This is an optimization exercise on Yosys and OpenROAD, whose aim is small area and a short achievable clock period, not a production implementation. Only simulation tests tie the RTL to the original design; equivalence was not proved. Power is estimated from default activity; no workload was simulated.

Design vector_sequencer, start of the top module:
module vector_sequencer (
  input  logic                clk_i,
  input  logic                rst_ni,
  input  logic [22:0]         req_i,
  input  logic                req_valid_i,
  output logic                req_ready_o,
  output logic                resp_o,
  output logic                resp_valid_o,
  output logic                idle_o,
  output logic [32:0]         unit_req_o,
  output logic                unit_req_valid_o,
  input  logic                unit_req_ready_i,
  input  logic [31:0]         unit_done_i,
  input  logic                addrgen_ack_i,
  input  logic                addrgen_error_i
);
  localparam int N = 8;
  logic [3:0] op;
  logic [4:0] vd, vs1, vs2;
  logic       use_vd, use_vs1, use_vs2, vm;
  assign op      = req_i[22:19];
  assign vd      = req_i[18:14];
  assign vs1     = req_i[13:9];
  assign vs2     = req_i[8:4];
  assign use_vd  = req_i[3];
  assign use_vs1 = req_i[2];
  assign use_vs2 = req_i[1];
  assign vm      = req_i[0];
  logic [1:0] unit;
  logic       is_mem;
  logic [N-1:0] running_q;
  logic [N-1:0] free_oh;
  logic [2:0]   next_id;
  always_comb begin
    for (int i = 0; i < N; i++) begin
      free_oh[i] = ~running_q[i];
      for (int j = 0; j < i; j++) free_oh[i] = free_oh[i] & running_q[j];
    end
  end
  assign next_id[0] = free_oh[1] | free_oh[3] | free_oh[5] | free_oh[7];
  assign next_id[1] = free_oh[2] | free_oh[3] | free_oh[6] | free_oh[7];
  assign next_id[2] = free_oh[4] | free_oh[5] | free_oh[6] | free_oh[7];
  logic [3:0] th0_q, th1_q, th0_d, th1_d;
  logic [1:0] th2_q, th3_q, th2_d, th3_d;
  logic [3:0] up;
  logic [3:0]   block_q, block_d;
  logic         wait_q, wait_d;
  logic [N-1:0] running_d;
  logic         held;
  logic         issue;
  logic         busy_q;
  issue_ctl i_issue (
    .op_i             (op[2:0]),
    .req_valid_i      (req_valid_i),
    .unit_req_ready_i (unit_req_ready_i),
    .addrgen_ack_i    (addrgen_ack_i),
    .wait_i           (wait_q),
    .valid_i          (unit_req_valid_o),
    .block_i          (block_q),
    .req_ready_o      (req_ready_o),
    .resp_valid_o     (resp_valid_o),
    .held_o           (held),
    .issue_o          (issue),
    .is_mem_o         (is_mem),
    .unit_o           (unit),
    .up_o             (up)
  );
  ...
Size in the first run: roughly 99 I/O pins, roughly 0.012 mm^2 of cells after synthesis.
clock: 5.0 ns
lec_check: 0
abc_clock_period_in_ps: 3000
cap_margin: 20
core_margin: 2
core_utilization: 65
cts_cluster_diameter: 300
cts_cluster_size: 25
setup_slack_margin: 2.5
slew_margin: 20
synth_hierarchical: 1
synth_minimum_keep_size: 0
standard.sh (not shown) runs the stock make flow with config.mk's settings and CLKGATE_MAP_FILE= SYNTH_SCRIPT=/design/flow/synth_recipe.tcl, a recipe that flattens the netlist after the stock synthesis.
==> flow/flow/run.sh <==
#!/bin/bash
# Standard layout, with every port buffered by the smallest buffer
# (sky130_fd_sc_hd__buf_1); the resizer still upsizes them where timing needs it.
set -euo pipefail
bash standard.sh "BUFFER_PORTS_ARGS=-buffer_cell sky130_fd_sc_hd__buf_1" finish > standard.log 2>&1
The first run finished clean.
Next try:
Settings changed: ABC_AREA from default to 1, ABC_CLOCK_PERIOD_IN_PS 3000 to default.
What happened:
- The new run ran to the end with no violations
- utilization falls by 2.1 points
- cell area rises by 13%
- non-clock buffer count falls by 1
- wire length rises by 40%
Next try:
Settings changed: ABC_AREA 1 to default, PLACE_DENSITY from default to 0.8.
What happened: Worst hold slack gets worse by 0.0087 ns; worst setup slack got worse by 0.12 ns; sequential share of layout area climbs by 4.7 points; routed wire length came out lower by 30%.
Next try:
Settings changed: CORE_UTILIZATION 65 to 72, PLACE_DENSITY 0.8 to default.
Outcome:
- via count stays flat
- non-clock buffer count falls by 3
- final cell count fell slightly
- die area shrinks by roughly a tenth
- wire length falls slightly
- critical path depth does not change
- core utilization rises by 8.1 points

* * *

## v18
vector_sequencer, a different RTL version from the one above (not shown whole).
For scale: about 1100 cells after synthesis, roughly 200 flip-flops.
Settings: LEC_CHECK=0, CAP_MARGIN=20, CORE_MARGIN=2, CORE_UTILIZATION=40, SETUP_SLACK_MARGIN=1.5, SLEW_MARGIN=20; clock period 5.0 ns.
run.sh (not shown) runs the stock make flow with config.mk's settings and CLKGATE_MAP_FILE= SYNTH_SCRIPT=/design/flow/synth_recipe.tcl, a recipe that flattens the netlist after the stock synthesis.
Stock flow here: none of the scripts above is used.
diff inputs: v18 => v19
- changing SETUP_SLACK_MARGIN from 1.5 to 2.5
==> notes.md <==
Diff v18 -> v19: via count increased about 0.7%, clock distribution area overhead in the final layout decreased 0.41 points, placed standard-cell area essentially unchanged, global-route usage essentially unchanged, sequential power essentially unchanged.

* * *

pepper:
vector_sequencer with an RTL version that a note above also has.
Size in the first run: roughly 1,100 cells after synthesis, roughly 99 I/O pins.
Settings: LEC_CHECK=0, CAP_MARGIN=20, CORE_MARGIN=2, CORE_UTILIZATION=65, CTS_CLUSTER_DIAMETER=300, CTS_CLUSTER_SIZE=32, SETUP_SLACK_MARGIN=2.5, SLEW_MARGIN=20, SYNTH_HIERARCHICAL=1, SYNTH_MINIMUM_KEEP_SIZE=0; clock period 5.0 ns.
standard.sh (not shown) runs the stock make flow with config.mk's settings and CLKGATE_MAP_FILE= SYNTH_SCRIPT=/design/flow/synth_recipe.tcl, a recipe that flattens the netlist after the stock synthesis.
Scripts as last shown in full above: flow/flow/run.sh
pepper | status: complete | timing, DRC, antenna: pass
Changes in onyx relative to pepper:
--- a/flow/config.mk
+++ b/flow/config.mk
@@ -7,2 +7,3 @@
 export LEC_CHECK = 0
+export ABC_CLOCK_PERIOD_IN_PS = 1500
 export CAP_MARGIN = 20
@@ -11,3 +12,3 @@
 export CTS_CLUSTER_DIAMETER = 300
-export CTS_CLUSTER_SIZE = 32
+export CTS_CLUSTER_SIZE = 25
 export SETUP_SLACK_MARGIN = 2.5
## What came out
onyx finished all stages; the layout is clean. Comparing onyx and pepper, the higher largest clock skew in the final design was measured on pepper. Compared pepper against onyx; period utilization within noise. In the tables for onyx and pepper, violation count after the first detailed-route iteration reads lower with pepper.
What lagoon does differently from onyx at the input level:
--- a/flow/config.mk
+++ b/flow/config.mk
@@ -7,3 +7,2 @@
 export LEC_CHECK = 0
-export ABC_CLOCK_PERIOD_IN_PS = 1500
 export CAP_MARGIN = 20
[summary]
- Delta (lagoon minus onyx): switching power summed over all nets level; fraction of power spent switching nets level.
- Reg-to-reg setup timing slack: onyx vs lagoon, no meaningful difference
- Number of nets in the finished design: lagoon vs onyx identical
- The sequential share of layout area was comparable across onyx and lagoon.
- From lagoon to onyx, core box area did not move at all.
- lagoon -> onyx: post-synth net total delta 0, exact match
- The data arrival time of the critical path of lagoon and that of onyx are within noise of each other.
- As far as ratio of routed vias to standard cells goes, lagoon and onyx are indistinguishable; the numbers are identical.
- Maximum frequency came out exactly the same in onyx and lagoon.
Relative to lagoon, the following input files were edited for nickel:
--- a/flow/config.mk
+++ b/flow/config.mk
@@ -7,3 +7,3 @@
 export LEC_CHECK = 0
-export CAP_MARGIN = 20
+export CAP_MARGIN = 0
 export CORE_MARGIN = 2
@@ -13,3 +13,3 @@
 export SETUP_SLACK_MARGIN = 2.5
-export SLEW_MARGIN = 20
+export SLEW_MARGIN = 0
 export SYNTH_HIERARCHICAL = 1
[summary]
Going from lagoon to nickel, worst setup slack before clock tree synthesis held; fraction of area in clock buffers and inverters roughly the same; final wirelength now sits at about the same level; met2 track demand over resource in global routing held steady. As far as clock buffer count goes, nickel and lagoon are indistinguishable; the numbers are identical.

==> separate check: timing with driven ports <==
Ports are ideal in the flow. The routed layouts listed here were re-timed in OpenROAD.
Step 1 sets driving cells, clkbuf_16 on the clock port and buf_2 on the other inputs (assumed; they add their load-dependent delay and slew).
Step 2 adds t to the input delays and takes it off the output delays; t is the mean of the earliest and latest rising clock arrival at the registers after step 1. Input paths then give back, and output paths get back, about the clock's delay inside the block.
a / b / c = ideal ports / drivers / drivers and shift; a / b = the first two.
| run | shift t [ns] | setup slack, ns | clock arrival spread, ns | cell pins on the clock port's net |
|---|---|---|---|---|
| the first run of note 1 | 0.508 | 2.209 / 2.149 / 1.909 | 0.025 / 0.025 | 1 |
| the second run of note 1 | 0.516 | 2.348 / 2.299 / 2.094 | 0.045 / 0.045 | 1 |
| the third run of note 1 | 0.512 | 2.229 / 2.180 / 2.001 | 0.025 / 0.024 | 1 |
| the fourth run of note 1 | 0.504 | 2.201 / 2.157 / 2.049 | 0.034 / 0.035 | 1 |
| v18 | 0.573 | 1.571 / 1.550 / 1.245 | 0.023 / 0.023 | 1 |
| v19 | 0.560 | 1.961 / 1.889 / 1.889 | 0.015 / 0.015 | 1 |
| pepper | 0.505 | 2.209 / 2.150 / 1.876 | 0.026 / 0.026 | 1 |
| onyx | 0.508 | 2.209 / 2.149 / 1.909 | 0.025 / 0.025 | 1 |
| lagoon | 0.508 | 2.209 / 2.149 / 1.909 | 0.025 / 0.025 | 1 |
| nickel | 0.508 | 2.209 / 2.149 / 1.909 | 0.025 / 0.025 | 1 |
After both steps every run listed still meets setup and hold. The setup slack of pepper, which loses most, moves by -0.059 ns with the drivers and by -0.333 ns with both steps.
